This is an optimization exercise on Yosys and OpenROAD, whose aim is small area, not a production implementation.
At most, simulation tests tie the RTL to the original design; equivalence was not proved.
The RTL of run 6 was laid out without a check of its function.
Power is estimated from default activity; no workload was simulated.

$ cat design/flow/run.sh
#!/bin/bash
# synth_recipe.tcl (not shown) runs the flow's synth.tcl, then flattens the netlist and writes it again
# the make line also repeats each setting of config.mk as NAME=value (left out here)
make -C /OpenROAD-flow-scripts/flow DESIGN_CONFIG=/design/flow/config.mk WORK_HOME=/design/flow/orfs CLKGATE_MAP_FILE= SYNTH_SCRIPT=/design/flow/synth_recipe.tcl finish
$ cat design/flow/config.mk
export PLATFORM = sky130hd
export DESIGN_NAME = cpu_top
export DESIGN_NICKNAME = cpu_top
export VERILOG_FILES = /design/flow/design.v
export SDC_FILE = /design/flow/constraint.sdc
export NUM_CORES = 4
export LEC_CHECK = 0
export ABC_AREA = 1
export CAP_MARGIN = 20
export CORE_MARGIN = 2
export CORE_UTILIZATION = 40
export CTS_BUF_LIST = sky130_fd_sc_hd__clkbuf_2 sky130_fd_sc_hd__clkbuf_4
export CTS_CLUSTER_SIZE = 20
export SLEW_MARGIN = 20
$ cat design/flow/constraint.sdc
create_clock -name core_clock -period 8.0 [get_ports {clk}]
set_input_delay 1.6000 -clock core_clock [delete_from_list [all_inputs] [get_ports {clk}]]
set_output_delay 1.6000 -clock core_clock [all_outputs]
set_load 0.01 [all_outputs]
$ cat design/flow/design.v
`timescale 1ns/10ps
package isa_pkg;
    localparam int INSTR_W = 18;
    localparam int OPCODE_MSB = 17;
    localparam int OPCODE_LSB = 14;
    localparam int R1_LSB = 10;
    localparam int R2_LSB = 6;
    localparam int R3_LSB = 2;
    localparam int IMM_W = 6;          
    localparam int JUMP_TGT_LSB = 4;   
    typedef enum logic [OPCODE_MSB-OPCODE_LSB:0] {
        OP_ADD     = 4'b0000,
        OP_ADDI    = 4'b0001,
        OP_NOR     = 4'b0010,
        OP_CMP     = 4'b0011,
        OP_AND     = 4'b0100,
        OP_ANDI    = 4'b0101,
        OP_NAND    = 4'b0110,
        OP_ILLEGAL = 4'b0111,   
        OP_LD      = 4'b1000,
        OP_ST      = 4'b1001,
        OP_JE      = 4'b1010,   
        OP_JA      = 4'b1011,   
        OP_JB      = 4'b1100,   
        OP_JAE     = 4'b1101,   
        OP_JBE     = 4'b1110,   
        OP_JUMP    = 4'b1111    
    } opcode_e;
endpackage
`timescale 1ns/10ps
package core_pkg;
    localparam int WORD_W = 18;
    localparam int ADDR_W = 10;       
    localparam int REG_ADDR_W = 4;
    localparam int NUM_REGS = 16;
    typedef enum logic [3:0] {
        S_INIT   = 4'd0,
        S_FETCH  = 4'd1,
        S_DECODE = 4'd2,
        S_ALU    = 4'd3,
        S_CMP    = 4'd4,
        S_LD     = 4'd5,
        S_ST     = 4'd6,
        S_JUMP   = 4'd7,
        S_WRITE  = 4'd8
    } state_e;
    typedef enum logic [1:0] {
        ALU_ADD  = 2'b00,
        ALU_NOR  = 2'b01,
        ALU_AND  = 2'b10,
        ALU_NAND = 2'b11
    } alu_op_e;
endpackage
`timescale 1ns/10ps
module fetch_unit (
    input  logic       clk,
    input  logic       reset,
    input  logic       step,
    input  logic       jump,
    input  logic [9:0] target,
    output logic [9:0] pc
);
    always_ff @(posedge clk or posedge reset) begin
        if (reset) begin
            pc <= '0;
        end else if (step) begin
            pc <= jump ? target : pc + 1'b1;
        end
    end
endmodule
`timescale 1ns/10ps
module control_fsm (
    input  logic clk,
    input  logic reset,
    output logic p0,
    output logic p7,
    output logic p8,
    output logic [3:0] ph,
    output logic init
);
    always_ff @(posedge clk or posedge reset) begin
        if (reset) begin
            ph   <= '0;
            init <= 1'b1;
        end else begin
            ph   <= ph[3] ? 4'd0 : ph + 1'b1;
            if (ph[3]) init <= 1'b0;
        end
    end
    assign p0 = ~|ph;
    assign p7 = &ph[2:0];
    assign p8 = ph[3];
endmodule
`timescale 1ns/10ps
module register_file (
    input  logic        clk,
    input  logic [15:0] we,
    input  logic [1:0]  wdata,
    input  logic [3:0]  raddr_a,
    input  logic [3:0]  raddr_b,
    output logic [1:0]  rdata_a,
    output logic [1:0]  rdata_b
);
    logic [8:0] lane0 [16];
    logic [8:0] lane1 [16];
    always_ff @(posedge clk) begin
        for (int r = 0; r < 16; r++) begin
            lane0[r] <= {we[r] ? wdata[0] : lane0[r][0], lane0[r][8:1]};
            lane1[r] <= {we[r] ? wdata[1] : lane1[r][0], lane1[r][8:1]};
        end
    end
    assign rdata_a = {lane1[raddr_a][0], lane0[raddr_a][0]};
    assign rdata_b = {lane1[raddr_b][0], lane0[raddr_b][0]};
endmodule
`timescale 1ns/10ps
module execute_unit (
    input  logic       clk,
    input  logic       reset,
    input  logic [3:0] op,
    input  logic       p0,
    input  logic       p8,
    input  logic [1:0] a,        
    input  logic [1:0] b,        
    output logic [1:0] res,
    output logic       zero_flag,
    output logic       carry_flag
);
    logic       is_cmp;
    logic       cy;
    logic       cin;
    logic [1:0] x;
    logic [2:0] sum;
    assign is_cmp = (op == 4'b0011);
    assign x      = is_cmp ? ~a : a;              
    assign cin    = p0 ? is_cmp : cy;
    assign sum    = {1'b0, x} + {1'b0, b} + {2'b00, cin};
    always_ff @(posedge clk) begin
        cy <= sum[2];
    end
    always_comb begin
        case (op[2:1])
            2'b00:   res = op[3] ? b : sum[1:0];    
            2'b01:   res = ~(a | b);                
            2'b10:   res = a & b;                   
            default: res = ~(a & b);                
        endcase
    end
    always_ff @(posedge clk or posedge reset) begin
        if (reset) begin
            zero_flag  <= 1'b0;
            carry_flag <= 1'b0;
        end else if (is_cmp) begin
            zero_flag <= (p0 | zero_flag) & (a == b);
            if (p8) carry_flag <= ~sum[2];
        end
    end
endmodule
`timescale 1ns/10ps
module cpu_top (
    input  logic        clk,
    input  logic        reset,
    output logic [9:0]  instr_addr,
    input  logic [17:0] instr_data,
    output logic [9:0]  mem_addr,
    output logic [17:0] mem_wdata,
    output logic        mem_we,
    output logic        mem_re,
    input  logic [17:0] mem_rdata
);
    logic [3:0]  op;
    logic [3:0]  ph;
    logic        p0, p7, p8, init;
    logic        is_alu, is_cmp, is_ld, is_st, use_imm, rb_r1;
    logic        taken;
    logic [3:0]  ra, rb;
    logic [1:0]  tap_a, tap_b;
    logic [1:0]  a, bp, b, imm2, res;
    logic [17:0] t;
    logic        pend;
    logic [3:0]  rd;
    logic [15:0] we;
    logic        zf, cf;
    assign op      = instr_data[17:14];
    assign is_alu  = ~op[3] & ~(op[1] & op[0]);
    assign is_cmp  = (op == 4'b0011);
    assign is_ld   = (op == 4'b1000);
    assign is_st   = (op == 4'b1001);
    assign use_imm = ~op[3] & ~op[1] & op[0];
    assign rb_r1   = is_cmp | is_st;
    always_comb begin
        case (op)
            4'b1010: taken = zf & ~cf;
            4'b1011: taken = ~zf & ~cf;
            4'b1100: taken = cf & ~zf;
            4'b1101: taken = ~cf;
            4'b1110: taken = cf | zf;
            4'b1111: taken = 1'b1;
            default: taken = 1'b0;
        endcase
    end
    control_fsm i_control_fsm (
        .clk   (clk),
        .reset (reset),
        .p0    (p0),
        .p7    (p7),
        .p8    (p8),
        .ph    (ph),
        .init  (init)
    );
    fetch_unit i_fetch_unit (
        .clk    (clk),
        .reset  (reset),
        .step   (p7),
        .jump   (taken),
        .target (instr_data[13:4]),
        .pc     (instr_addr)
    );
    always_ff @(posedge clk or posedge reset) begin
        if (reset) begin
            pend <= 1'b0;
        end else if (p8) begin
            pend <= is_alu | is_ld;
        end
    end
    always_ff @(posedge clk) begin
        if (p8) rd <= instr_data[13:10];
    end
    always_comb begin
        for (int r = 0; r < 16; r++) we[r] = init | (pend & (rd == 4'(r)));
    end
    assign ra = instr_data[9:6];
    assign rb = rb_r1 ? instr_data[13:10] : instr_data[5:2];
    register_file i_register_file (
        .clk     (clk),
        .we      (we),
        .wdata   (t[1:0] & {2{~init}}),
        .raddr_a (ra),
        .raddr_b (rb),
        .rdata_a (tap_a),
        .rdata_b (tap_b)
    );
    assign a  = init ? 2'b00 : (pend & (rd == ra)) ? t[1:0] : tap_a;
    assign bp = init ? 2'b00 : (pend & (rd == rb)) ? t[1:0] : tap_b;
    always_comb begin
        case (ph)
            4'd0:    imm2 = instr_data[1:0];
            4'd1:    imm2 = instr_data[3:2];
            4'd2:    imm2 = instr_data[5:4];
            default: imm2 = 2'b00;
        endcase
    end
    assign b = use_imm ? imm2 : bp;
    execute_unit i_execute_unit (
        .clk        (clk),
        .reset      (reset),
        .op         (op),
        .p0         (p0),
        .p8         (p8),
        .a          (a),
        .b          (b),
        .res        (res),
        .zero_flag  (zf),
        .carry_flag (cf)
    );
    always_ff @(posedge clk) begin
        if (p8 & is_ld) t <= mem_rdata;
        else            t <= {res, t[17:2]};
    end
    assign mem_addr  = instr_data[9:0];
    assign mem_re    = p7 & is_ld;
    assign mem_we    = p8 & is_st;
    assign mem_wdata = {bp, t[17:2]};
endmodule
==> results by group, run 1 <==
Setup path
  – Worst Path Required: 6.40 ns
  – Worst reg2reg path endpoint: t[17]
  – CP max FO: 11
  – CP Capture Type: primary output
  – Worst setup SP type: primary input
  – Worst setup path end: mem_wdata[17]
  – R2R depth: 13
  – Internal reg-to-reg setup slack: 4.79 ns
  – R2R Path Start: pend
  – Crit path from: instr_data[15]
  – Critical Setup Path Class: primary input to primary output
  – Worst path arrival time: 4.31 ns

Die
  – Die height: 159 µm
  – Initial Util: 0.408
  – Core Region: 23500 µm²
  – DIE AREA: 25200 µm²
  – Rows: 56
  – I/O pins: 78
  – Die X: 159 µm

Power and ir drop
  – Final Power: roughly 3.3 mW
  – Net Sw Frac: 0.231
  – Pwr per Cell Area: 290 nW/µm²
  – Worst vdd ir: 0.138 mV
  – Part of the power in registers: 0.528
  – Static Leak: 5.04 nW
  – Sw Pwr: around 770 µW
  – Clock group share of total power: 0.398
  – Logic pwr share: 0.075
  – P_int: 2.56 mW

STA
  – Min Hold Slack: 0.280 ns
  – Slew at the pin closest to its max-slew limit: roughly 0.7 ns
  – Fin crit share: 0.738
  – RSZ-0062 raised after global routing: false
  – Final setup TNS: 0 ns
  – Max-slew violations: 0
  – Hold Vio Cnt, Final: 0
  – Fmax: about 0.17 GHz
  – Slew headroom: 0.522
  – Setup Skew: about 0.048 ns
  – Fin crit period: 5.91 ns
  – Final setup vio count: 0

Synth
  – Synth top cells by count: 307 x dfxtp_1, 164 x nand2_1, 84 x nand3_1
  – Synth Register Bits: 329
  – Synth Cell Area: about 9600 µm²
  – Area leader, netlist: dfxtp_1
  – Mapped Cells: 896
  – Seq/Total Area, Yosys: 0.702
  – Synth Warn #: 7
  – EDFF count, synth: 4
  – Dominant synthesized flop cell: dfxtp_1
  – Yosys top cell area share: 0.642
  – Average size of a mapped cell: 10.7 µm²
  – Count leader, synth: dfxtp_1
  – Mapped Nets: 946
  – Post-synth ARST share: 0.0547
  – Most area-consuming cells after synthesis: dfxtp_1 64%, nand2_1 6.4%, dfrtp_1 4.4%
  – Synth unique cells: 37

Global route
  – Largest net degree at the start of global routing: 20
  – Grt total ovfl: 0
  – First-pass GRT wire length: 29.3 mm
  – Antenna violations before repair: 2
  – GRT Overall Usage: 0.154
  – Number of global-route vias before repair: 5719

Route
  – First-pass detailed-route iteration total: 5
  – Avg WL per Cell: ~14 µm
  – Routed Antenna Nets: 0
  – Residual DRC: 0
  – Via/cell ratio: 4.48
  – Routed vias: 6241
  – Drt total wl: between 15 and 20 mm
  – 1st-iter DRT viols: 297

Clock tree
  – Postcts setup bufs: 0
  – Clock tree from TritonCTS: yes
  – H-tree depth: 3
  – Clk root buf: clkbuf_4
  – CTS resizes: 0
  – Post-CTS Hold Fix Bufs: 0
  – Reg clk slew, reported paths: around 0.070 ns
  – CTS buffer count: 78
  – Clock buffer depth: 3
  – Clk sink count: 329
  – Later-pin clock latency in the skew report: 0.69 ns

Worst hold path
  – Hold Crit Class: flop to flop
  – Hold wc startpoint: i_register_file.lane1[13][8]
  – Hold Path Cell Cnt: 0

Placement
  – DP Cell Count: 1254
  – Placed wire-length estimate: between 10 and 15 mm
  – Cell Area, Placed: 10500 µm²
  – Global placer's final weighted congestion: 0.901
  – Number of I/O port buffers: 77

Layout
  – Share of cells above drive strength 1: 0.145
  – Layout area overhead: 20.3%
  – Total Nets Final: 1065
  – Post-route cell area: about 12000 µm²
  – Finished Layout Cells: 1393

Run
  – Max Cap Viol: 0

Outcome
  – Status: finished clean
-- cell type report --
type,count,area (µm²)
antenna,2,5.00
clock buffer,116,871
clock inverter,21,145
fill,2240,12000
inverter,71,267
multi-input combinational,457,2330
sequential,329,6720
tap,319,399
timing repair buffer,78,778
-- placed cells by master (no fill, tap or decap), types with 2 or more instances in the layout --
master and n:
o21ai_0 61, nand4_1 5, a211oi_1 2, nand2_2 5, ha_1 10, edfxtp_1 4
dfrtp_1 17, clkdlybuf4s50_1 77, clkinv_2 4, fa_1 2, bufinv_16 2, nor2_1 49
clkinv_1 15, o21ai_2 2, nand3_2 2, nand3_1 84, o211ai_1 3, nand2_1 164
nor2_2 2, o2111ai_1 4, dfxtp_1 307, nor3_1 4, a31oi_1 10, o22ai_1 2
clkbuf_4 116, a21oi_1 18, xor2_1 6, inv_2 3, nor2_4 6, diode_2 2
inv_1 66, o21ai_1 3, nand2_4 8
-- metal layers --
layer	global-route usage	share of wire	up-vias
met4	0.0699	0.025	0
met3	0.0460	0.058	37
met5	0	0	-
met1	0.198	0.47	2859
li1	-	-	3170
met2	0.238	0.45	175
-- state kept, by name, summed over array words and instances, names as in the netlist --
signal	cells
pend	1
i_register_file.lane1	144
i_fetch_unit.pc	10
i_execute_unit.carry_flag	1
rd	4
i_control_fsm.ph	4
i_control_fsm.init	1
i_execute_unit.zero_flag	1
i_execute_unit.cy	1
t	18
i_register_file.lane0	144
-- through the flow --
step / setup slack [ns] / utilization
after floorplan: 3.53 / -
after global placement: 2.12 / 0.447
after detailed placement: 2.10 / 0.447
after CTS: 2.08 / 0.490
after global routing: 1.86 / 0.490
final: 2.09 / 0.490
-- power groups by stage --
| stage | Clock [mW] | Combinational (mW) | Sequential, mW |
|---|---|---|---|
| floorplan | 0 | 0.139 | 1.79 |
| global placement | 0 | 0.246 | 1.79 |
| detailed placement | 0 | 0.249 | 1.80 |
| CTS | 1.39 | 0.250 | 1.76 |
| global route | 1.48 | 0.276 | 1.77 |
| finish | 1.33 | 0.249 | 1.76 |
-- worst max-delay path, stage by stage --
cell and delay (ns):
clkdlybuf4s50_1 0.61, nor2_2 0.28, nand2_4 0.14, nand2_4 0.13
nand2_1 0.07, nand2_2 0.15, nor2_4 0.09, nand3_1 0.09
nand2_1 0.07, nor2_1 0.11, nand2_1 0.06, o21ai_1 0.18
nand2_1 0.10, nand2_2 0.09, inv_1 0.04, clkdlybuf4s50_1 0.48
-- worst min-delay path by stage --
stage and end:
2_1_floorplan i_register_file.lane0[0][0], 5_1_grt i_register_file.lane1[13][7], 4_1_cts i_register_file.lane0[9][4], 6_report i_register_file.lane1[13][7]
3_3_place_gp i_register_file.lane0[6][5], 3_5_place_dp i_register_file.lane0[14][5]
-- kinds of logic after synthesis --
group | count (synthesis) | share of synthesized area
compound gates | 107 | 0.0618
xor+xnor | 6 | 0.00549
fa+ha+maj | 12 | 0.0173
buf+inv | 110 | 0.0549
flops | 329 | 0.702
simple gates | 332 | 0.159
==> inputs of run 2 (changes only) <==
--- a/design/flow/config.mk
+++ b/design/flow/config.mk
@@ -9,6 +9,5 @@
 export CAP_MARGIN = 20
 export CORE_MARGIN = 2
 export CORE_UTILIZATION = 40
-export CTS_BUF_LIST = sky130_fd_sc_hd__clkbuf_2 sky130_fd_sc_hd__clkbuf_4
-export CTS_CLUSTER_SIZE = 20
+export CTS_BUF_LIST = sky130_fd_sc_hd__clkbuf_4
 export SLEW_MARGIN = 20
==> run 2 against run 1 <==
Net effect: largest cell class unchanged; critical endpoint unchanged; critical path depth unchanged; highest routed layer unchanged; cell area unchanged; sequential cell count unchanged; clock power about the same; non-clock buffer count unchanged; count of clock-buffer cells in the layout unchanged.
==> results by group, run 2 <==
Global route
  – GRT Overall Usage: 0.154 (unchanged)
  – Number of global-route vias before repair: 5719 (unchanged)
  – Largest net degree at the start of global routing: 20 (unchanged)
  – Antenna violations before repair: 2 (unchanged)
  – Grt total ovfl: 0 (unchanged)
  – First-pass GRT wire length: 29.3 mm (unchanged)

Clock tree
  – Clock buffer depth: 3 (unchanged)
  – Later-pin clock latency in the skew report: 0.69 ns (about the same)
  – H-tree depth: 3 (unchanged)
  – Clock tree from TritonCTS: yes
  – Clk root buf: clkbuf_4
  – CTS resizes: 0 (unchanged)
  – Post-CTS Hold Fix Bufs: 0 (unchanged)
  – Reg clk slew, reported paths: 0.07 ns (about the same)
  – CTS buffer count: 78 (unchanged)
  – Clk sink count: 329 (unchanged)
  – Postcts setup bufs: 0 (unchanged)

Die
  – Die X: 159 µm (unchanged)
  – Die height: 159 µm (unchanged)
  – Initial Util: 0.408 (unchanged)
  – DIE AREA: 25200 µm² (unchanged)
  – Rows: 56 (unchanged)
  – I/O pins: 78 (unchanged)
  – Core Region: 23500 µm² (unchanged)

STA
  – Post-route setup slack: 2.09 ns (unchanged)
  – Final setup vio count: 0 (unchanged)
  – Fin crit period: 5.91 ns (unchanged)
  – Max-slew violations: 0 (unchanged)
  – Min Hold Slack: 0.280 ns (unchanged)
  – RSZ-0062 raised after global routing: false
  – Setup Skew: 0.0479 ns (unchanged)
  – Fmax: 0.169 GHz (unchanged)
  – Hold Vio Cnt, Final: 0 (unchanged)
  – Final setup TNS: 0 ns (unchanged)
  – Slew headroom: 0.522 (unchanged)
  – Slew at the pin closest to its max-slew limit: 0.716 ns (unchanged)
  – Fin crit share: 0.738 (unchanged)

Setup path
  – CP max FO: 11 (unchanged)
  – Cell breakdown of the critical path: clkdlybuf4s50_1 -> nor2_2 -> nand2_4 -> nand2_4 -> nand2_1 -> nand2_2 -> nor2_4 -> nand3_1 -> nand2_1 -> nor2_1 -> nand2_1 -> o21ai_1 -> nand2_1 -> nand2_2 -> inv_1 -> clkdlybuf4s50_1
  – Crit-path leading delay family: simple AND/OR/NAND/NOR gates
  – Slowest CP cell: clkdlybuf4s50_1
  – CP dominant cell by count: nand2_1
  – Worst setup SP type: primary input
  – Critical Setup Path Class: primary input to primary output
  – Critical Path Stages: 16 (unchanged)
  – Worst path arrival time: 4.31 ns (about the same)
  – Slowest stage delay, CP: 0.61 ns (about the same)
  – R2R depth: 13 (unchanged)
  – Crit path buffers/inverters: 3 (unchanged)
  – Worst Path Required: 6.40 ns (about the same)
  – CP Capture Type: primary output

Route
  – First-pass detailed-route iteration total: 5 (unchanged)
  – 1st-iter DRT viols: 297 (unchanged)
  – Residual DRC: 0 (unchanged)
  – Via/cell ratio: 4.48 (unchanged)
  – Drt total wl: 19.0 mm (unchanged)
  – Routed Antenna Nets: 0 (unchanged)
  – Avg WL per Cell: 13.6 µm (unchanged)
  – Routed vias: 6241 (unchanged)

Run
  – Max Cap Viol: 0 (unchanged)

Power and ir drop
  – Pwr per Cell Area: 290 nW/µm² (unchanged)
  – Worst vdd ir: 0.138 mV (unchanged)
  – Static Leak: 5.04 nW (unchanged)
  – Final Power: 3.34 mW (unchanged)

Layout
  – Commonest cells after routing, fill and taps aside: 307 x dfxtp_1, 164 x nand2_1, 116 x clkbuf_4
  – Total Nets Final: 1065 (unchanged)
  – Commonest non-fill, non-tap cell in the layout: dfxtp_1
  – Layout area overhead: 20.3% (unchanged)
  – Top flop regs: i_register_file.lane0: 144 flops, i_register_file.lane1: 144 flops, t: 18 flops
  – Share of cells above drive strength 1: 0.145 (unchanged)

Synth
  – Mapped Cells: 896 (unchanged)
  – Seq/Total Area, Yosys: 0.702 (unchanged)
  – Synth unique cells: 37 (unchanged)
  – Area leader, netlist: dfxtp_1
  – Synth Warn #: 7 (unchanged)
  – Mapped Nets: 946 (unchanged)
  – Count leader, synth: dfxtp_1
  – Synth top cells by count: 307 x dfxtp_1, 164 x nand2_1, 84 x nand3_1
  – Average size of a mapped cell: 10.7 µm² (unchanged)
  – Most area-consuming cells after synthesis: dfxtp_1 64%, nand2_1 6.4%, dfrtp_1 4.4%
  – Post-synth ARST share: 0.0547 (unchanged)
  – EDFF count, synth: 4 (unchanged)
  – Synth Register Bits: 329 (unchanged)
  – Dominant synthesized flop cell: dfxtp_1
  – Yosys top cell area share: 0.642 (unchanged)
  – Synth Cell Area: 9570 µm² (unchanged)

Placement
  – DP Worst Slack: 2.10 ns (unchanged)
  – Placed wire-length estimate: 13.2 mm (unchanged)
  – Number of I/O port buffers: 77 (unchanged)
  – Global placer's final weighted congestion: 0.901 (unchanged)

Worst hold path
  – Hold Crit Class: flop to flop
  – Hold Path Cell Cnt: 0 (unchanged)

Outcome
  – Status: finished clean
## run 2: cell counts after synthesis
Identical to the previous run, type by type.
## run 2: metrics by stage
| stage | utilization | std cells | instance area, µm² |
|---|---|---|---|
| after detailed placement | 0.447 | 1254 | 10500 |
| after CTS | 0.490 | 1391 | 11500 |
| after global routing | 0.490 | 1393 | 11500 |
| final | 0.490 | 1393 | 11500 |
| after global placement | 0.447 | 1254 | 10500 |
| after floorplan | - | 896 | 9570 |
## run 2: cells by family (layout without fill, tap and decap cells)
logic type / count (synthesis) / in the layout / share of synthesized area
compound gates: 107 / 107 / 0.0618
buf+inv: 110 / 286 / 0.0549
flops: 329 / 329 / 0.702
xor+xnor: 6 / 6 / 0.00549
other cells: 0 / 2 / 0
fa+ha+maj: 12 / 12 / 0.0173
simple gates: 332 / 332 / 0.159
## run 2: path summary, 6_finish.rpt
kind                                                   start                            to  slack (ns)
min in group asynchronous                              reset           i_control_fsm.ph[0]        1.35
worst min-delay path            i_register_file.lane1[13][8]  i_register_file.lane1[13][7]        0.28
worst max-delay path                          instr_data[15]                 mem_wdata[17]        2.09
worst max register to register                          pend                         t[17]        4.79
worst min register to register  i_register_file.lane1[13][8]  i_register_file.lane1[13][7]        0.28
max in group asynchronous                              reset            i_fetch_unit.pc[3]        6.17
## run 2: final cells by class
class / count / area [µm²]
antenna: 2 / 5.00
clock buffer: 116 / 871
clock inverter: 21 / 145
fill: 2240 / 12000
inverter: 71 / 267
multi-input combinational: 457 / 2330
sequential: 329 / 6720
tap: 319 / 399
timing repair buffer: 78 / 778
## run 2: where the power goes
part | total [mW] | internal [mW] | switching (mW)
combinational | 0.249 | 0.115 | 0.134
sequential | 1.76 | 1.72 | 0.0419
clock | 1.33 | 0.731 | 0.597
total | 3.34 | 2.56 | 0.772
## run 2: metal layers
layer  track usage  part of all wire
met1         0.198              0.47
met5             0                 0
met3        0.0460             0.058
met4        0.0699             0.025
met2         0.238              0.45
==> inputs of run 3 (changes only) <==
==> design/flow/config.mk (replaced) <==
export PLATFORM = sky130hd
export DESIGN_NAME = cpu_top
export DESIGN_NICKNAME = cpu_top
export VERILOG_FILES = /design/flow/design.v
export SDC_FILE = /design/flow/constraint.sdc
export NUM_CORES = 4
export LEC_CHECK = 0
export CAP_MARGIN = 20
export CORE_MARGIN = 2
export CORE_UTILIZATION = 40
export SLEW_MARGIN = 20
==> run 3 against run 2 <==
Net effect: setup slack got worse by 0.70 ns; routed wire length increased by 15%; non-clock buffer count increased by 3; critical path depth decreased by 6; clock power increased by 4%; cell count decreased by 8.4%; first-iteration DRC count increased by 130%; sequential power about the same; hold slack improved by 0.039 ns; critical path type unchanged; critical endpoint is now mem_wdata[16]; largest cell class unchanged; largest power group unchanged; highest routed layer is now met5.
==> results by group, run 3 <==
Power and ir drop
  – Clock group share of total power: 0.404 (+0.006)
  – P_int: 2.67 mW (+4.2%)
  – Logic pwr share: 0.077 (+0.002)
  – Sw Pwr: 756 µW (-2.1%)
  – Pwr per Cell Area: 288 nW/µm² (-0.58%)
  – Net Sw Frac: 0.220 (-0.0109)
  – Part of the power in registers: 0.519 (-0.009)
  – Static Leak: 4.65 nW (-7.7%)
  – Worst vdd ir: 0.145 mV (+4.8%)

Global route
  – Largest net degree at the start of global routing: 40 (+100%)
  – Grt total ovfl: 0 (unchanged)
  – First-pass GRT wire length: 33.5 mm (+14%)
  – GRT Overall Usage: 0.164 (+0.0104)
  – Antenna violations before repair: 1 (-1)
  – Number of global-route vias before repair: 5979 (+4.5%)

Clock tree
  – Clk sink count: 329 (unchanged)
  – Later-pin clock latency in the skew report: 0.54 ns (-0.15 ns)
  – Reg clk slew, reported paths: 0.07 ns (about the same)
  – Postcts setup bufs: 0 (unchanged)
  – Clk root buf: clkbuf_16
  – CTS resizes: 0 (unchanged)
  – Clock buffer depth: 3 (unchanged)
  – H-tree depth: 1 (-2)
  – Post-CTS Hold Fix Bufs: 0 (unchanged)
  – Clock tree from TritonCTS: yes
  – CTS buffer count: 30 (-62%)

Layout
  – Commonest non-fill, non-tap cell in the layout: dfxtp_1
  – Share of cells above drive strength 1: 0.0729 (-0.0717)
  – Diode count: 0 (-2)
  – Total Nets Final: 973 (-8.6%)
  – Commonest cells after routing, fill and taps aside: 307 x dfxtp_1, 77 x clkdlybuf4s50_1, 69 x nand2_1
  – Top flop regs: i_register_file.lane0: 144 flops, i_register_file.lane1: 144 flops, t: 18 flops
  – Layout area overhead: 18.1%

Route
  – Residual DRC: 0 (unchanged)
  – Routed Antenna Nets: 0 (unchanged)
  – Via/cell ratio: 4.98 (+11%)
  – 1st-iter DRT viols: 676 (+130%)
  – Routed vias: 6358 (+1.9%)
  – Drt total wl: 21.8 mm (+15%)
  – Avg WL per Cell: 17.1 µm (+25%)
  – First-pass detailed-route iteration total: 5 (unchanged)

STA
  – Setup Skew: 0.00870 ns (-0.0392 ns)
  – Slew at the pin closest to its max-slew limit: 0.940 ns (+0.224 ns)
  – Max-slew violations: 0 (unchanged)
  – Fin crit period: 6.61 ns (+0.705 ns)
  – Fmax: 0.151 GHz (-11%)
  – RSZ-0062 raised after global routing: false
  – Final setup TNS: 0 ns (unchanged)
  – Fin crit share: 0.826 (+0.0881)
  – Slew headroom: 0.371 (-0.151)
  – Final setup vio count: 0 (unchanged)
  – Post-route setup slack: 1.39 ns (-0.705 ns)
  – Hold Vio Cnt, Final: 0 (unchanged)

Die
  – Die X: 163 µm (+2.5%)
  – Core Region: 25000 µm² (+6.4%)
  – Rows: 58 (+3.6%)
  – I/O pins: 78 (unchanged)
  – Die height: 163 µm (+2.5%)
  – Initial Util: 0.404 (-0.00411)
  – DIE AREA: 26500 µm² (+5.1%)

Synth
  – Mapped Cells: 882 (-1.6%)
  – Synth Register Bits: 329 (unchanged)
  – Count leader, synth: dfxtp_1
  – Seq/Total Area, Yosys: 0.667 (-0.0352)
  – Synth Area in Adders: 0.0164 (-0.000866)
  – Post-Synth XOR/XNOR Area: 0.00944 (+0.00395)
  – Post-synth ARST share: 0.0547 (unchanged)
  – Post-synthesis mux area share: 0.0387 (+0.0387)
  – Largest family of logic cells by synthesized area: simple AND/OR/NAND/NOR gates
  – EDFF count, synth: 4 (unchanged)
  – Yosys top cell area share: 0.610 (-0.0322)
  – Synth top cells by count: 307 x dfxtp_1, 69 x nand2_1, 57 x a21oi_1
  – Average size of a mapped cell: 11.4 µm² (+7.0%)
  – Synth unique cells: 67 (+81%)
  – Synth Warn #: 7 (unchanged)
  – Synth Cell Area: 10100 µm² (+5.3%)
  – Most area-consuming cells after synthesis: dfxtp_1 61%, dfrtp_1 4.2%, a21oi_1 2.8%
  – Area leader, netlist: dfxtp_1
  – Mapped Nets: 932 (-1.5%)
  – Post-synthesis compound-gate area fraction: 0.112 (+0.0502)
  – Dominant synthesized flop cell: dfxtp_1
  – Synth Area in Simple Gates: 0.113 (-0.0451)

Setup path
  – R2R depth: 10 (-3)
  – Worst setup path end: mem_wdata[16]
  – Internal reg-to-reg setup slack: 4.09 ns (-0.70 ns)
  – CP Capture Type: primary output
  – R2R Path Start: rd[2]
  – Critical Setup Path Class: primary input to primary output
  – Worst reg2reg path endpoint: t[17]
  – Crit path from: instr_data[15]
  – Worst setup SP type: primary input
  – Worst Path Required: 6.40 ns (about the same)
  – Worst path arrival time: 5.01 ns (+0.70 ns)
  – CP max FO: 13 (+2)

Worst hold path
  – Hold Crit Class: flop to flop

Placement
  – DP Worst Slack: 1.40 ns (-0.705 ns)
  – Global placer's final weighted congestion: 0.885 (-1.8%)
  – Placed wire-length estimate: 15.1 mm (+14%)
  – Number of I/O port buffers: 77 (unchanged)

Outcome
  – Status: finished clean

Run
  – Max Cap Viol: 0 (unchanged)
run 3: final cells by class:
| type | instances | area [µm²] |
|---|---|---|
| timing repair buffer | 81 | 801 |
| sequential | 329 | 6720 |
| clock inverter | 12 | 128 |
| multi-input combinational | 467 | 2920 |
| clock buffer | 43 | 861 |
| inverter | 14 | 52.6 |
| fill | 2277 | 13100 |
| tap | 330 | 413 |
run 3: power groups by stage:
stage	Sequential [mW]	Combinational [mW]	Clock [mW]
after floorplan	1.80	0.164	0
after global placement	1.81	0.263	0
after detailed placement	1.82	0.264	0
after CTS	1.78	0.265	1.42
after global routing	1.79	0.290	1.49
final	1.78	0.265	1.38
run 3: kinds of logic (layout without fill, tap and decap cells):
group                      after synthesis  after routing
DFF                                    329            329
AOI/OAI and AO/OA                      179            179
xor gates and xnor gates                10             10
buffers and inverters                   86            150
muxes                                   35             35
adders and majority gates               12             12
and+or+nand+nor                        231            231
run 3: through the flow:
stage	std cells	total power, mW	utilization	instance area [µm²]	hold slack (ns)
final	1276	3.43	0.476	11900	0.319
after global routing	1276	3.57	0.476	11900	0.323
after CTS	1276	3.47	0.476	11900	0.321
after detailed placement	1221	2.08	0.437	10900	0.312
after global placement	1221	2.08	0.437	10900	0.310
after floorplan	882	1.96	-	10100	0.310
run 3: critical path, cell delays in order:
cell and delay, ns:
clkdlybuf4s50_1 0.78, xor2_1 0.19, buf_4 0.21, nand2_1 0.30
mux2_4 0.41, a22o_1 0.25, a2111oi_2 0.35, a21boi_1 0.21
nor2b_1 0.19, clkdlybuf4s50_1 0.52
run 3: metal layers:
layer | up-vias | GRT usage | wire [µm]
met1 | 3001 | 0.227 | 10200
met4 | 2 | 0.0563 | 578
met3 | 45 | 0.0290 | 1340
li1 | 3090 | - | -
met2 | 220 | 0.260 | 9640
met5 | - | 0 | 11
run 3: worst min path at each step:
| stage | cells after the start | start | endpoint |
|---|---|---|---|
| finish | 0 | i_register_file.lane0[2][2] | i_register_file.lane0[2][1] |
| floorplan | 0 | i_register_file.lane0[0][1] | i_register_file.lane0[0][0] |
| global route | 0 | i_register_file.lane0[2][2] | i_register_file.lane0[2][1] |
| global placement | 0 | i_register_file.lane0[11][5] | i_register_file.lane0[11][4] |
| detailed placement | 0 | i_register_file.lane0[12][1] | i_register_file.lane0[12][0] |
| CTS | 0 | i_register_file.lane1[8][1] | i_register_file.lane1[8][0] |
==> inputs of run 4 (changes only) <==
--- a/design/flow/design.v
+++ b/design/flow/design.v
@@ -63,8 +63,10 @@
     always_ff @(posedge clk or posedge reset) begin
         if (reset) begin
             pc <= '0;
-        end else if (step) begin
-            pc <= jump ? target : pc + 1'b1;
+        end else if (step & jump) begin
+            pc <= target;
+        end else begin
+            pc <= pc + {9'd0, step};
         end
     end
 endmodule
@@ -84,7 +86,7 @@
             init <= 1'b1;
         end else begin
             ph   <= ph[3] ? 4'd0 : ph + 1'b1;
-            if (ph[3]) init <= 1'b0;
+            if (p7) init <= 1'b0;
         end
     end
     assign p0 = ~|ph;
@@ -105,8 +107,8 @@
     logic [8:0] lane1 [16];
     always_ff @(posedge clk) begin
         for (int r = 0; r < 16; r++) begin
-            lane0[r] <= {we[r] ? wdata[0] : lane0[r][0], lane0[r][8:1]};
-            lane1[r] <= {we[r] ? wdata[1] : lane1[r][0], lane1[r][8:1]};
+            lane0[r] <= {lane0[r][0], lane0[r][8:2], we[r] ? wdata[0] : lane0[r][1]};
+            lane1[r] <= {lane1[r][0], lane1[r][8:2], we[r] ? wdata[1] : lane1[r][1]};
         end
     end
     assign rdata_a = {lane1[raddr_a][0], lane0[raddr_a][0]};
@@ -173,9 +175,8 @@
     logic        is_alu, is_cmp, is_ld, is_st, use_imm, rb_r1;
     logic        taken;
     logic [3:0]  ra, rb;
-    logic [1:0]  tap_a, tap_b;
-    logic [1:0]  a, bp, b, imm2, res;
-    logic [17:0] t;
+    logic [1:0]  a, bp, b, imm2, res, wd;
+    logic [15:0] t;
     logic        pend;
     logic [3:0]  rd;
     logic [15:0] we;
@@ -218,29 +219,28 @@
     always_ff @(posedge clk or posedge reset) begin
         if (reset) begin
             pend <= 1'b0;
-        end else if (p8) begin
+        end else if (p7) begin
             pend <= is_alu | is_ld;
         end
     end
     always_ff @(posedge clk) begin
-        if (p8) rd <= instr_data[13:10];
+        if (p7) rd <= instr_data[13:10];
     end
     always_comb begin
         for (int r = 0; r < 16; r++) we[r] = init | (pend & (rd == 4'(r)));
     end
+    assign wd = init ? 2'b00 : (p8 & is_ld) ? mem_rdata[1:0] : t[1:0];
     assign ra = instr_data[9:6];
     assign rb = rb_r1 ? instr_data[13:10] : instr_data[5:2];
     register_file i_register_file (
         .clk     (clk),
         .we      (we),
-        .wdata   (t[1:0] & {2{~init}}),
+        .wdata   (wd),
         .raddr_a (ra),
         .raddr_b (rb),
-        .rdata_a (tap_a),
-        .rdata_b (tap_b)
-    );
-    assign a  = init ? 2'b00 : (pend & (rd == ra)) ? t[1:0] : tap_a;
-    assign bp = init ? 2'b00 : (pend & (rd == rb)) ? t[1:0] : tap_b;
+        .rdata_a (a),
+        .rdata_b (bp)
+    );
     always_comb begin
         case (ph)
             4'd0:    imm2 = instr_data[1:0];
@@ -263,11 +263,11 @@
         .carry_flag (cf)
     );
     always_ff @(posedge clk) begin
-        if (p8 & is_ld) t <= mem_rdata;
-        else            t <= {res, t[17:2]};
+        if (p8 & is_ld) t <= mem_rdata[17:2];
+        else            t <= {res, t[15:2]};
     end
     assign mem_addr  = instr_data[9:0];
     assign mem_re    = p7 & is_ld;
     assign mem_we    = p8 & is_st;
-    assign mem_wdata = {bp, t[17:2]};
-endmodule
+    assign mem_wdata = {bp, t};
+endmodule
==> design/flow/flow/run.sh (new file) <==
#!/bin/bash
# Standard ORFS layout (the standard.sh) with two changes that only
# affect buffering: the port buffers use the smallest buffer cell, and the
# clock tree uses the given buffers and clustering, without dummy loads.
set -euo pipefail
export BUFFER_PORTS_ARGS="-buffer_cell sky130_fd_sc_hd__buf_1"
export CTS_ARGS="-sink_clustering_enable -repair_clock_nets -dont_use_dummy_load -buf_list sky130_fd_sc_hd__clkbuf_16 -sink_clustering_size 25 -sink_clustering_max_diameter 80"
bash standard.sh > run_standard.log 2>&1
==> design/flow/standard.sh (new file) <==
#!/bin/bash
# synth_recipe.tcl (not shown) runs the flow's synth.tcl, then flattens the netlist and writes it again
# the make line also repeats each setting of config.mk as NAME=value (left out here)
make -C /OpenROAD-flow-scripts/flow DESIGN_CONFIG=/design/flow/config.mk WORK_HOME=/design/flow/orfs CLKGATE_MAP_FILE= SYNTH_SCRIPT=/design/flow/synth_recipe.tcl "${@:-finish}"
--- a/design/flow/config.mk
+++ b/design/flow/config.mk
@@ -5,6 +5,7 @@
 export SDC_FILE = /design/flow/constraint.sdc
 export NUM_CORES = 4
 export LEC_CHECK = 0
+export ABC_AREA = 1
 export CAP_MARGIN = 20
 export CORE_MARGIN = 2
 export CORE_UTILIZATION = 40
removed: design/flow/run.sh
==> run 4 against run 3 <==
Net effect: count of clock-buffer cells in the layout is 26 lower; clock power is 39% lower; sequential cell count is 2 lower; register-to-register slack better by 1.1 ns; hold slack better by 0.0077 ns; maximum frequency is 31% higher; non-clock buffer count is 1 lower; combinational power is 27% lower; clock skew is 0.044 ns higher; core utilization is 2.7 points lower; critical path depth is 4 higher; via count is 14% lower; critical endpoint is now mem_wdata[17].
==> results by group, run 4 <==
Route
  – Met2 wire length: 7.62 mm (-21%)
  – DR top layer: met4
  – Drt total wl: 17.2 mm (-21%)
  – 1st-iter DRT viols: 330 (-51%)
  – First-pass detailed-route iteration total: 5 (unchanged)
  – Via/cell ratio: 4.62 (-7.2%)
  – M1 wire length: 7.87 mm (-23%)
  – Routed Antenna Nets: 0 (unchanged)
  – Residual DRC: 0 (unchanged)
  – Avg WL per Cell: 14.6 µm (-15%)
  – Routed vias: 5450 (-14%)
  – Routed met3 length: 1.17 mm (-13%)

Layout
  – Layout area overhead: 10.6%
  – Total Nets Final: 947 (-2.7%)
  – Footprint of the multi-input gates: 2130 µm² (-27%)
  – Commonest non-fill, non-tap cell in the layout: dfxtp_1
  – Top flop regs: i_register_file.lane0: 144 flops, i_register_file.lane1: 144 flops, t: 16 flops
  – Diode count: 0 (unchanged)
  – # fillers: 2107 (-7.5%)
  – Utilization after layout: 0.449 (-0.0275)
  – Register area: 6680 µm² (-0.60%)
  – Share of cells above drive strength 1: 0.0615 (-0.0114)
  – Commonest cells after routing, fill and taps aside: 305 x dfxtp_1, 139 x nand2_1, 77 x buf_1

STA
  – Final setup TNS: 0 ns (unchanged)
  – Max-slew violations: 0 (unchanged)
  – Fin crit period: 5.05 ns (-1.56 ns)
  – Slew headroom: 0.505 (+0.134)
  – RSZ-0062 raised after global routing: false
  – Hold Vio Cnt, Final: 0 (unchanged)
  – Min Hold Slack: 0.326 ns (+0.00774 ns)
  – Setup Skew: 0.0527 ns (+0.0440 ns)
  – Fmax: 0.198 GHz (+31%)
  – Final setup vio count: 0 (unchanged)
  – Slew at the pin closest to its max-slew limit: 0.740 ns (-0.200 ns)
  – Post-route setup slack: 2.95 ns (+1.56 ns)
  – Fin crit share: 0.631 (-0.195)

Run
  – Max Cap Viol: 0 (unchanged)

Synth
  – Average size of a mapped cell: 11.2 µm² (-1.8%)
  – EDFF count, synth: 4 (unchanged)
  – Post-synth ARST share: 0.0550 (+0.000335)
  – Most area-consuming cells after synthesis: dfxtp_1 67%, nand2_1 5.7%, dfrtp_1 4.6%
  – Synth Register Bits: 327 (-0.61%)
  – Synth unique cells: 43 (-36%)
  – Count leader, synth: dfxtp_1
  – Synth Cell Area: 9160 µm² (-9.1%)
  – Synth top cells by count: 305 x dfxtp_1, 139 x nand2_1, 72 x nand3_1
  – Mapped Nets: 868 (-6.9%)
  – Seq/Total Area, Yosys: 0.729 (+0.0620)
  – Yosys top cell area share: 0.666 (+0.0563)
  – Synth Warn #: 7 (unchanged)
  – Dominant synthesized flop cell: dfxtp_1
  – Area leader, netlist: dfxtp_1
  – Mapped Cells: 817 (-7.4%)

Outcome
  – Status: finished clean

Setup path
  – CP Capture Type: primary output
  – Crit-path leading delay family: simple AND/OR/NAND/NOR gates
  – Worst path arrival time: 3.45 ns (-1.56 ns)
  – Worst setup SP type: primary input
  – Crit path buffers/inverters: 3 (unchanged)
  – CP dominant cell by count: nand2_1
  – Worst Path Required: 6.40 ns (about the same)
  – R2R Path Start: i_register_file.lane0[6][0]
  – Crit path from: instr_data[16]
  – Slowest stage delay, CP: 0.32 ns (-0.46 ns)
  – CP max FO: 11 (-2)
  – Cell breakdown of the critical path: buf_1 -> nor2_1 -> nand2_2 -> nand2_4 -> nand2_1 -> nand2_1 -> nor2_2 -> nand3_1 -> nand2_1 -> nor2_1 -> nand2_2 -> o21ai_2 -> inv_1 -> buf_1
  – Slowest CP cell: nor2_2
  – Critical Setup Path Class: primary input to primary output

Placement
  – Global placer's final weighted congestion: 0.950 (+7.3%)
  – Placed wire-length estimate: 12.5 mm (-17%)
  – Number of I/O port buffers: 77 (unchanged)
  – DP Worst Slack: 2.97 ns (+1.58 ns)

Clock tree
  – Later-pin clock latency in the skew report: 0.50 ns (-0.04 ns)
  – CTS buffer count: 17 (-43%)
  – H-tree depth: 1 (unchanged)
  – Reg clk slew, reported paths: 0.09 ns (+0.02 ns)
  – Clk sink count: 327 (-0.61%)
  – Clock buffer depth: 3 (unchanged)
  – Clk root buf: clkbuf_16
  – Post-CTS Hold Fix Bufs: 0 (unchanged)
  – Clock tree from TritonCTS: yes
  – Postcts setup bufs: 0 (unchanged)
  – CTS resizes: 0 (unchanged)

Global route
  – GRT Overall Usage: 0.143 (-0.0208)
  – Largest net degree at the start of global routing: 26 (-35%)
  – Number of global-route vias before repair: 4903 (-18%)
  – First-pass GRT wire length: 26.7 mm (-20%)
  – Antenna violations before repair: 0 (-1)
  – Grt total ovfl: 0 (unchanged)

Worst hold path
  – Hold wc startpoint: i_register_file.lane0[14][7]
  – Hold Crit Class: flop to flop

Power and ir drop
  – Clock group share of total power: 0.299 (-0.105)
  – P_int: 2.17 mW (-19%)
  – Sw Pwr: 629 µW (-17%)
  – Static Leak: 4.33 nW (-6.9%)
  – Part of the power in registers: 0.632 (+0.113)
  – Worst vdd ir: 0.144 mV (-0.51%)
  – Pwr per Cell Area: 276 nW/µm² (-4.3%)
  – Net Sw Frac: 0.225 (+0.00436)
  – Logic pwr share: 0.069 (-0.008)

Die
  – I/O pins: 78 (unchanged)
  – Core Region: 22600 µm² (-9.6%)
  – Initial Util: 0.406 (+0.00237)
  – Die X: 155 µm (-4.5%)
  – DIE AREA: 24100 µm² (-8.8%)
  – Die height: 155 µm (-4.5%)
  – Rows: 55 (-5.2%)
==> run 4: final timing paths <==
| kind | end | cells after the start | slack, ns |
|---|---|---|---|
| max | mem_wdata[17] | 14 | 2.95 |
| min | i_register_file.lane0[14][6] | 0 | 0.33 |
| max reg2reg | t[15] | 13 | 5.19 |
| min reg2reg | i_register_file.lane0[14][6] | 0 | 0.33 |
| max in group asynchronous | i_execute_unit.carry_flag | 2 | 6.30 |
| min in group asynchronous | i_fetch_unit.pc[2] | 2 | 1.18 |
==> run 4: metrics by stage <==
step | power [mW] | cell area, µm² | cells
floorplan | 1.91 | 9160 | 817
global placement | 2.00 | 9710 | 1162
detailed placement | 2.00 | 9710 | 1162
CTS | 2.83 | 10100 | 1179
global route | 2.92 | 10100 | 1179
finish | 2.80 | 10100 | 1179
==> run 4: area by class of cell <==
| class | count | share of cell area |
|---|---|---|
| flip-flops and latches | 327 | 0.659 |
| multi-input cells | 407 | 0.210 |
| clock buffers | 17 | 0.0420 |
| well taps | 285 | 0.0352 |
| repair buffers | 80 | 0.0307 |
| inverters | 63 | 0.0233 |
==> run 4: power groups by stage <==
stage	Clock [mW]	Combinational (mW)	Sequential, mW
4_1_cts	0.870	0.196	1.77
3_3_place_gp	0	0.194	1.80
3_5_place_dp	0	0.196	1.81
6_report	0.836	0.193	1.77
2_1_floorplan	0	0.111	1.80
5_1_grt	0.921	0.222	1.78
==> run 4: routing by layer <==
| metal | vias to the layer above | track usage |
|---|---|---|
| li1 | 2746 | - |
| met1 | 2482 | 0.202 |
| met2 | 183 | 0.223 |
| met3 | 39 | 0.0262 |
| met4 | 0 | 0.0507 |
| met5 | - | 0 |
==> run 4: cell families after synthesis <==
kind of cell             Yosys count  synth area share
flip-flops                       327             0.729
adder cells (fa/ha/maj)           13            0.0194
XOR/XNOR                           6           0.00573
multiplexers                       6           0.00655
AND/OR/NAND/NOR                  305             0.151
AO/OA/AOI/OAI                     77            0.0493
buffers and inverters             83            0.0392
==> inputs of run 5 (changes only) <==
==> design/flow/flow/run.sh (replaced) <==
#!/bin/bash
# Standard ORFS layout (the standard.sh) with two changes that only
# affect buffering: the port buffers use the smallest buffer cell, and the
# clock tree uses the given buffers and clustering, without dummy loads.
set -euo pipefail
export BUFFER_PORTS_ARGS="-buffer_cell sky130_fd_sc_hd__buf_1"
export CTS_ARGS="-sink_clustering_enable -repair_clock_nets -dont_use_dummy_load -buf_list sky130_fd_sc_hd__clkbuf_8 -sink_clustering_size 16 -sink_clustering_max_diameter 60"
bash standard.sh > run_standard.log 2>&1
==> run 5 against run 4 <==
Net effect: maximum frequency is 0.14% higher; sequential power is essentially flat; routed wire length fell by 0.27%; area after synthesis did not move; synthesized cell count stayed put; hold slack worse by 0.015 ns; global-route usage rose by 0.10 points; sequential share of layout area increased by 0.62 points; core utilization down 0.42 points; clock skew is 0.019 ns lower.
==> results by group, run 5 <==
Outcome
  – Status: finished clean

Power and ir drop
  – Final Power: 2.67 mW (-4.4%)
  – Static Leak: 4.29 nW (-0.85%)
  – Pwr per Cell Area: 266 nW/µm² (-3.5%)
  – Worst vdd ir: 0.163 mV (+13%)

STA
  – Post-route setup slack: 2.96 ns (+0.00697 ns)
  – Setup Skew: 0.0335 ns (-0.0192 ns)
  – Slew at the pin closest to its max-slew limit: 0.741 ns (+0.000364 ns)
  – Max-slew violations: 0 (unchanged)
  – Final setup TNS: 0 ns (unchanged)
  – Slew headroom: 0.505 (about the same)
  – RSZ-0062 raised after global routing: false
  – Fmax: 0.198 GHz (+0.14%)
  – Min Hold Slack: 0.311 ns (-0.0148 ns)
  – Final setup vio count: 0 (unchanged)
  – Fin crit share: 0.630 (-0.000871)
  – Hold Vio Cnt, Final: 0 (unchanged)
  – Fin crit period: 5.04 ns (-0.00697 ns)

Clock tree
  – CTS resizes: 0 (unchanged)
  – Post-CTS Hold Fix Bufs: 0 (unchanged)
  – Later-pin clock latency in the skew report: 0.53 ns (+0.03 ns)
  – H-tree depth: 1 (unchanged)
  – Clock buffer depth: 3 (unchanged)
  – CTS buffer count: 24 (+7)
  – Clock tree from TritonCTS: yes
  – Clk root buf: clkbuf_8
  – Reg clk slew, reported paths: 0.09 ns (about the same)
  – Postcts setup bufs: 0 (unchanged)
  – Clk sink count: 327 (unchanged)

Route
  – 1st-iter DRT viols: 319 (-3.3%)
  – Via/cell ratio: 4.61 (-0.35%)
  – Residual DRC: 0 (unchanged)
  – M1 wire length: 7.95 mm (+1.1%)
  – Met2 wire length: 7.55 mm (-0.96%)
  – Routed vias: 5463 (+0.24%)
  – Routed met3 length: 1.20 mm (+3.0%)
  – Avg WL per Cell: 14.4 µm (-0.86%)
  – First-pass detailed-route iteration total: 5 (unchanged)
  – DR top layer: met4
  – Drt total wl: 17.1 mm (-0.27%)
  – Routed Antenna Nets: 0 (unchanged)

Global route
  – Largest net degree at the start of global routing: 21 (-19%)
  – Number of global-route vias before repair: 4941 (+0.78%)
  – Grt total ovfl: 0 (unchanged)
  – First-pass GRT wire length: 26.9 mm (+0.57%)
  – Antenna violations before repair: 0 (unchanged)
  – GRT Overall Usage: 0.144 (+0.00102)

Synth
  – Synth Cell Area: 9160 µm² (unchanged)
  – Count leader, synth: dfxtp_1
  – Seq/Total Area, Yosys: 0.729 (unchanged)
  – Synth Warn #: 7 (unchanged)
  – Area leader, netlist: dfxtp_1
  – Synth unique cells: 43 (unchanged)
  – Yosys top cell area share: 0.666 (unchanged)
  – Synth Register Bits: 327 (unchanged)
  – Synth top cells by count: 305 x dfxtp_1, 139 x nand2_1, 72 x nand3_1
  – Average size of a mapped cell: 11.2 µm² (unchanged)
  – Most area-consuming cells after synthesis: dfxtp_1 67%, nand2_1 5.7%, dfrtp_1 4.6%
  – Dominant synthesized flop cell: dfxtp_1
  – Post-synth ARST share: 0.0550 (unchanged)
  – Mapped Cells: 817 (unchanged)
  – EDFF count, synth: 4 (unchanged)
  – Mapped Nets: 868 (unchanged)

Die
  – Die height: 155 µm (unchanged)
  – DIE AREA: 24100 µm² (unchanged)
  – I/O pins: 78 (unchanged)
  – Core Region: 22600 µm² (unchanged)
  – Rows: 55 (unchanged)
  – Initial Util: 0.406 (unchanged)
  – Die X: 155 µm (unchanged)

Run
  – Max Cap Viol: 0 (unchanged)

Setup path
  – Critical Setup Path Class: primary input to primary output
  – Worst path arrival time: 3.44 ns (about the same)
  – Slowest stage delay, CP: 0.32 ns (about the same)
  – R2R depth: 13 (unchanged)
  – R2R Path Start: i_register_file.lane0[12][0]
  – CP Capture Type: primary output
  – CP max FO: 11 (unchanged)
  – Internal reg-to-reg setup slack: 5.19 ns (about the same)
  – Cell breakdown of the critical path: buf_1 -> nor2_1 -> nand2_2 -> nand2_4 -> nand2_1 -> nand2_1 -> nor2_2 -> nand3_1 -> nand2_1 -> nor2_1 -> nand2_2 -> o21ai_2 -> inv_1 -> buf_1
  – Worst reg2reg path endpoint: t[15]
  – CP dominant cell by count: nand2_1
  – Worst Path Required: 6.40 ns (about the same)
  – Slowest CP cell: nor2_2
  – Worst setup SP type: primary input

Layout
  – Post-route cell area: 10000 µm² (-0.94%)
  – Total Nets Final: 954 (+0.74%)
  – Share of cells above drive strength 1: 0.0688 (+0.00729)
  – Diode count: 0 (unchanged)
  – Layout area overhead: 9.56%
  – Commonest cells after routing, fill and taps aside: 305 x dfxtp_1, 139 x nand2_1, 77 x buf_1
  – Commonest non-fill, non-tap cell in the layout: dfxtp_1
  – Top flop regs: i_register_file.lane0: 144 flops, i_register_file.lane1: 144 flops, t: 16 flops
  – # fillers: 2129 (+1.0%)

Worst hold path
  – Hold Crit Class: flop to flop
  – Hold path endpoint: i_register_file.lane1[6][6]
  – Hold wc startpoint: i_register_file.lane1[6][7]
  – Hold Path Cell Cnt: 0 (unchanged)

Placement
  – DP Worst Slack: 2.97 ns (unchanged)
  – Placed wire-length estimate: 12.5 mm (unchanged)
  – Number of I/O port buffers: 77 (unchanged)
  – Global placer's final weighted congestion: 0.950 (unchanged)
  – Cell Area, Placed: 9710 µm² (unchanged)
==> run 5: cell counts after synthesis <==
No cell type changed its count.
==> run 5: routing by layer <==
metal,vias up,global-route usage
li1,2763,-
met1,2469,0.203
met2,194,0.227
met3,37,0.0267
met4,0,0.0463
met5,-,0
==> run 5: critical path: cells and delay by family <==
family | cells | cell delay, ns
and+or+nand+nor | 10 | 1.24
buffers and inverters | 3 | 0.49
AOI/OAI and AO/OA | 1 | 0.09
==> run 5: logic make-up (layout without fill, tap and decap cells) <==
group | count (synthesis) | in the layout | synth area share
AO/OA/AOI/OAI | 77 | 77 | 0.0493
XOR/XNOR | 6 | 6 | 0.00573
adder cells (fa/ha/maj) | 13 | 13 | 0.0194
buffers and inverters | 83 | 167 | 0.0392
flip-flops | 327 | 327 | 0.729
multiplexers | 6 | 6 | 0.00655
AND/OR/NAND/NOR | 305 | 305 | 0.151
==> run 5: area by class of cell <==
cell class | instances | area [µm²] | area share
sequential | 327 | 6680 | 0.665
multi-input combinational | 407 | 2130 | 0.212
clock buffer | 24 | 330 | 0.0329
timing repair buffer | 80 | 312 | 0.0310
tap | 285 | 357 | 0.0355
inverter | 63 | 236 | 0.0236
==> run 5: metrics by stage <==
stage,instances,util
floorplan,817,-
global placement,1162,0.430
detailed placement,1162,0.430
CTS,1186,0.445
global route,1186,0.445
finish,1186,0.445
==> run 5: worst max-delay path by stage <==
stage / from / to / slack [ns] / cells past startpoint
2_1_floorplan: instr_data[14] / mem_wdata[17] / 3.62 / 13
3_3_place_gp: instr_data[16] / mem_wdata[16] / 3.00 / 14
3_5_place_dp: instr_data[16] / mem_wdata[17] / 2.97 / 14
4_1_cts: instr_data[16] / mem_wdata[17] / 2.97 / 14
5_1_grt: instr_data[16] / mem_wdata[16] / 2.76 / 14
6_report: instr_data[16] / mem_wdata[17] / 2.96 / 14
==> run 5: report_power, final <==
part           internal, mW  leakage (nW)  switching (mW)
clock                 0.270         0.173           0.442
combinational        0.0681          1.35           0.126
sequential             1.72          2.77          0.0484
total                  2.06          4.29           0.616
==> inputs of run 6 (changes only) <==
--- a/design/flow/design.v
+++ b/design/flow/design.v
@@ -111,8 +111,29 @@
             lane1[r] <= {lane1[r][0], lane1[r][8:2], we[r] ? wdata[1] : lane1[r][1]};
         end
     end
-    assign rdata_a = {lane1[raddr_a][0], lane0[raddr_a][0]};
-    assign rdata_b = {lane1[raddr_b][0], lane0[raddr_b][0]};
+    logic [15:0] head0, head1;
+    always_comb begin
+        for (int r = 0; r < 16; r++) begin
+            head0[r] = lane0[r][0];
+            head1[r] = lane1[r][0];
+        end
+    end
+    function automatic logic sel16(input logic [15:0] d, input logic [3:0] lo, input logic [3:0] hi);
+        logic [3:0] m;
+        for (int g = 0; g < 4; g++) m[g] = |(d[4*g +: 4] & lo);
+        sel16 = |(m & hi);
+    endfunction
+    logic [3:0] lo_a, hi_a, lo_b, hi_b;
+    always_comb begin
+        for (int i = 0; i < 4; i++) begin
+            lo_a[i] = (raddr_a[1:0] == 2'(i));
+            hi_a[i] = (raddr_a[3:2] == 2'(i));
+            lo_b[i] = (raddr_b[1:0] == 2'(i));
+            hi_b[i] = (raddr_b[3:2] == 2'(i));
+        end
+    end
+    assign rdata_a = {sel16(head1, lo_a, hi_a), sel16(head0, lo_a, hi_a)};
+    assign rdata_b = {sel16(head1, lo_b, hi_b), sel16(head0, lo_b, hi_b)};
 endmodule
 `timescale 1ns/10ps
 module execute_unit (
==> run 6 against run 5 <==
Net effect: critical path depth stayed put; clock power is 2% higher; largest power group unchanged; still clean; clock skew is 0.015 ns higher.
==> results by group, run 6 <==
Worst hold path
  – Hold Crit Class: flop to flop
  – Hold Path Cell Cnt: 0 (unchanged)
  – Hold path endpoint: i_register_file.lane0[12][7]
  – Hold wc startpoint: i_register_file.lane0[12][8]

Global route
  – First-pass GRT wire length: 26.8 mm (-0.23%)
  – GRT Overall Usage: 0.145 (about the same)
  – Number of global-route vias before repair: 4957 (+0.32%)
  – Antenna violations before repair: 0 (unchanged)
  – Largest net degree at the start of global routing: 20 (-4.8%)
  – Grt total ovfl: 0 (unchanged)

Die
  – I/O pins: 78 (unchanged)
  – Initial Util: 0.405 (-0.00119)
  – Die X: 155 µm (-0.44%)
  – Core Region: 22400 µm² (-0.61%)
  – Rows: 55 (unchanged)
  – Die height: 155 µm (-0.44%)
  – DIE AREA: 23900 µm² (-0.88%)

Synth
  – Mapped Nets: 858 (-1.2%)
  – Dominant synthesized flop cell: dfxtp_1
  – EDFF count, synth: 4 (unchanged)
  – Average size of a mapped cell: 11.3 µm² (+0.33%)
  – Synth Cell Area: 9080 µm² (-0.90%)
  – Post-synth ARST share: 0.0550 (unchanged)
  – Seq/Total Area, Yosys: 0.735 (+0.00663)
  – Mapped Cells: 807 (-1.2%)
  – Most area-consuming cells after synthesis: dfxtp_1 67%, nand2_1 5.6%, dfrtp_1 4.7%
  – Area leader, netlist: dfxtp_1
  – Yosys top cell area share: 0.672 (+0.00606)
  – Synth Warn #: 7 (unchanged)
  – Synth Register Bits: 327 (unchanged)
  – Synth unique cells: 37 (-14%)
  – Count leader, synth: dfxtp_1
  – Synth top cells by count: 305 x dfxtp_1, 135 x nand2_1, 63 x inv_1

Setup path
  – CP max FO: 10 (-1)
  – Worst path arrival time: 3.42 ns (-0.02 ns)
  – Slowest stage delay, CP: 0.31 ns (about the same)
  – Slowest CP cell: buf_1
  – Critical Setup Path Class: primary input to primary output
  – Cell breakdown of the critical path: buf_1 -> nand2_1 -> inv_2 -> nand2_2 -> nand2_4 -> nand2_2 -> nand2_4 -> nand2_1 -> o22ai_1 -> nor2_1 -> nor2_1 -> nor2_1 -> nand2_1 -> buf_1
  – Worst reg2reg path endpoint: t[15]
  – Worst setup SP type: primary input
  – Internal reg-to-reg setup slack: 5.13 ns (-0.06 ns)
  – Crit-path leading delay family: simple AND/OR/NAND/NOR gates
  – R2R Path Start: i_register_file.lane0[2][0]
  – Crit path buffers/inverters: 3 (unchanged)
  – Worst Path Required: 6.40 ns (about the same)
  – CP Capture Type: primary output
  – R2R depth: 11 (-2)
  – Crit path from: instr_data[15]

Route
  – Drt total wl: 17.0 mm (-0.57%)
  – Via/cell ratio: 4.51 (-2.1%)
  – Routed met3 length: 1.03 mm (-14%)
  – Routed Antenna Nets: 0 (unchanged)
  – First-pass detailed-route iteration total: 5 (unchanged)
  – 1st-iter DRT viols: 298 (-6.6%)
  – Met2 wire length: 7.33 mm (-2.9%)
  – Avg WL per Cell: 14.6 µm (+0.79%)
  – Residual DRC: 0 (unchanged)
  – Routed vias: 5275 (-3.4%)
  – M1 wire length: 8.33 mm (+4.7%)
  – DR top layer: met4

STA
  – Slew headroom: 0.364 (-0.141)
  – Fin crit share: 0.628 (-0.00261)
  – Slew at the pin closest to its max-slew limit: 0.946 ns (+0.205 ns)
  – Setup Skew: 0.0488 ns (+0.0154 ns)
  – RSZ-0062 raised after global routing: false
  – Hold Vio Cnt, Final: 0 (unchanged)
  – Fmax: 0.199 GHz (+0.42%)
  – Final setup vio count: 0 (unchanged)
  – Final setup TNS: 0 ns (unchanged)
  – Max-slew violations: 0 (unchanged)
  – Fin crit period: 5.02 ns (-0.0209 ns)

Clock tree
  – H-tree depth: 1 (unchanged)
  – CTS resizes: 0 (unchanged)
  – Post-CTS Hold Fix Bufs: 0 (unchanged)
  – Postcts setup bufs: 0 (unchanged)
  – Clock buffer depth: 3 (unchanged)
  – Clk sink count: 327 (unchanged)
  – Clk root buf: clkbuf_8
  – Reg clk slew, reported paths: 0.09 ns (about the same)
  – CTS buffer count: 25 (+4.2%)
  – Clock tree from TritonCTS: yes
  – Later-pin clock latency in the skew report: 0.54 ns (about the same)

Layout
  – Total Nets Final: 938 (-1.7%)
  – Diode count: 0 (unchanged)
  – Commonest non-fill, non-tap cell in the layout: dfxtp_1
  – Commonest cells after routing, fill and taps aside: 305 x dfxtp_1, 135 x nand2_1, 77 x buf_1
  – Layout area overhead: 9.33%
  – # fillers: 2112 (-0.80%)
  – Share of cells above drive strength 1: 0.0565 (-0.0123)
  – Footprint of the multi-input gates: 1990 µm² (-6.2%)
  – Finished Layout Cells: 1170 (-1.3%)
  – Top flop regs: i_register_file.lane0: 144 flops, i_register_file.lane1: 144 flops, t: 16 flops
  – Register area: 6680 µm² (unchanged)

Run
  – Max Cap Viol: 0 (unchanged)

Power and ir drop
  – Sw Pwr: 603 µW (-2.1%)
  – P_int: 2.05 mW (-0.34%)
  – Worst vdd ir: 0.157 mV (-3.8%)
  – Pwr per Cell Area: 267 nW/µm² (+0.35%)
  – Static Leak: 4.16 nW (-3.2%)
  – Net Sw Frac: 0.227 (-0.00322)
  – Final Power: 2.65 mW (-0.76%)
  – Logic pwr share: 0.065 (-0.007)
  – Part of the power in registers: 0.660 (about the same)
  – Clock group share of total power: 0.274 (+0.008)

Placement
  – Number of I/O port buffers: 77 (unchanged)
  – Global placer's final weighted congestion: 0.892 (-6.0%)
  – Placed wire-length estimate: 12.2 mm (-2.3%)
  – DP Cell Count: 1145 (-1.5%)

Outcome
  – Status: finished clean
## run 6: cell count changes in the layout (fill, tap and decap cells not counted), moves of 4 or more
cell,change
nand2_1,-4
nand2_2,-5
a32o_1,-4
a41oi_1,+4
nor2_1,+9
inv_1,+4
o22ai_1,+14
nand4_1,-5
nor2_2,-5
nor2_4,-5
nand3_1,-17
## run 6: worst max-delay path by stage
stage | end | slack [ns] | depth (start not counted)
after floorplan | mem_wdata[17] | 3.52 | 13
after global placement | mem_wdata[17] | 3.06 | 14
after global routing | mem_wdata[17] | 2.81 | 14
after detailed placement | mem_wdata[17] | 3.02 | 14
final | mem_wdata[17] | 2.98 | 14
after CTS | mem_wdata[17] | 3.01 | 14
## run 6: cell families (layout without fill, tap and decap cells)
group,count (synthesis),after routing,share of synthesized area
AOI/OAI and AO/OA,87,87,0.0559
xor gates and xnor gates,9,9,0.00868
adders and majority gates,13,13,0.0196
buffers and inverters,94,172,0.0451
DFF,327,327,0.735
muxes,7,7,0.00785
and+or+nand+nor,270,270,0.128
## run 6: final cells by class
cell class | count | share of cell area
Clock buffer | 25 | 0.0347
Sequential cell | 327 | 0.673
Multi-Input combinational cell | 386 | 0.201
Inverter | 69 | 0.0261
Tap cell | 285 | 0.0359
Timing Repair Buffer | 78 | 0.0299
## run 6: power groups by stage
stage | Sequential [mW] | Combinational [mW] | Clock [mW]
after floorplan | 1.79 | 0.101 | 0
after global placement | 1.79 | 0.176 | 0
after detailed placement | 1.79 | 0.175 | 0
after CTS | 1.75 | 0.176 | 0.758
after global routing | 1.76 | 0.197 | 0.817
final | 1.75 | 0.174 | 0.727
## run 6: worst register-to-register path, cell delays in order, from the launching register on
cell and delay, ns:
dfxtp_1 0.42, nand3_1 0.13, a41oi_1 0.13, nor4_1 0.69, xor2_1 0.18, fa_1 0.44
fa_1 0.43, a21oi_1 0.16, nand2_1 0.08, nand2_1 0.06, nand2_1 0.05, nand2_1 0.05
## run 6: metal layers
layer | track usage | vias to the layer above
met5 | 0 | -
met4 | 0.0401 | 0
met3 | 0.0275 | 25
met2 | 0.224 | 177
met1 | 0.208 | 2370
li1 | - | 2703
## run 6: per-stage QoR
step           hold slack, ns  instance area, µm²  setup WS (ns)  utilization
2_1_floorplan           0.310                9080           3.52            -
3_3_place_gp            0.310                9580           3.06        0.427
3_5_place_dp            0.312                9580           3.02        0.427
4_1_cts                 0.272                9930           3.01        0.443
5_1_grt                 0.269                9930           2.81        0.443
6_report                0.271                9930           2.98        0.443

==> separate check: timing with driven ports <==
The results above use ideal ports. As a check the final layouts listed here were re-extracted and re-timed, cells and wires unchanged. Step 1 assumes that a clkbuf_16 drives the clock port and a buf_2 every other input. Step 2 times the ports against the registers' clock, not the clock port: input delays grow and output delays shrink by t, the midpoint of the rising clock arrivals with the driver on. Three values: ideal ports, drivers, drivers and shift; two values: the first two.
run | shift t [ns] | setup slack, ns | latest minus earliest clock arrival (ns)
run 1 | 0.702 | 2.095 / 2.067 / 2.067 | 0.055 / 0.055
run 2 | 0.702 | 2.095 / 2.067 / 2.067 | 0.055 / 0.055
run 3 | 0.577 | 1.390 / 1.364 / 1.364 | 0.011 / 0.011
run 4 | 0.519 | 2.952 / 2.925 / 2.925 | 0.053 / 0.052
run 5 | 0.558 | 2.959 / 2.932 / 2.932 | 0.036 / 0.035
run 6 | 0.552 | 2.979 / 2.954 / 2.954 | 0.049 / 0.049
After both steps setup and hold are still met in every run listed.
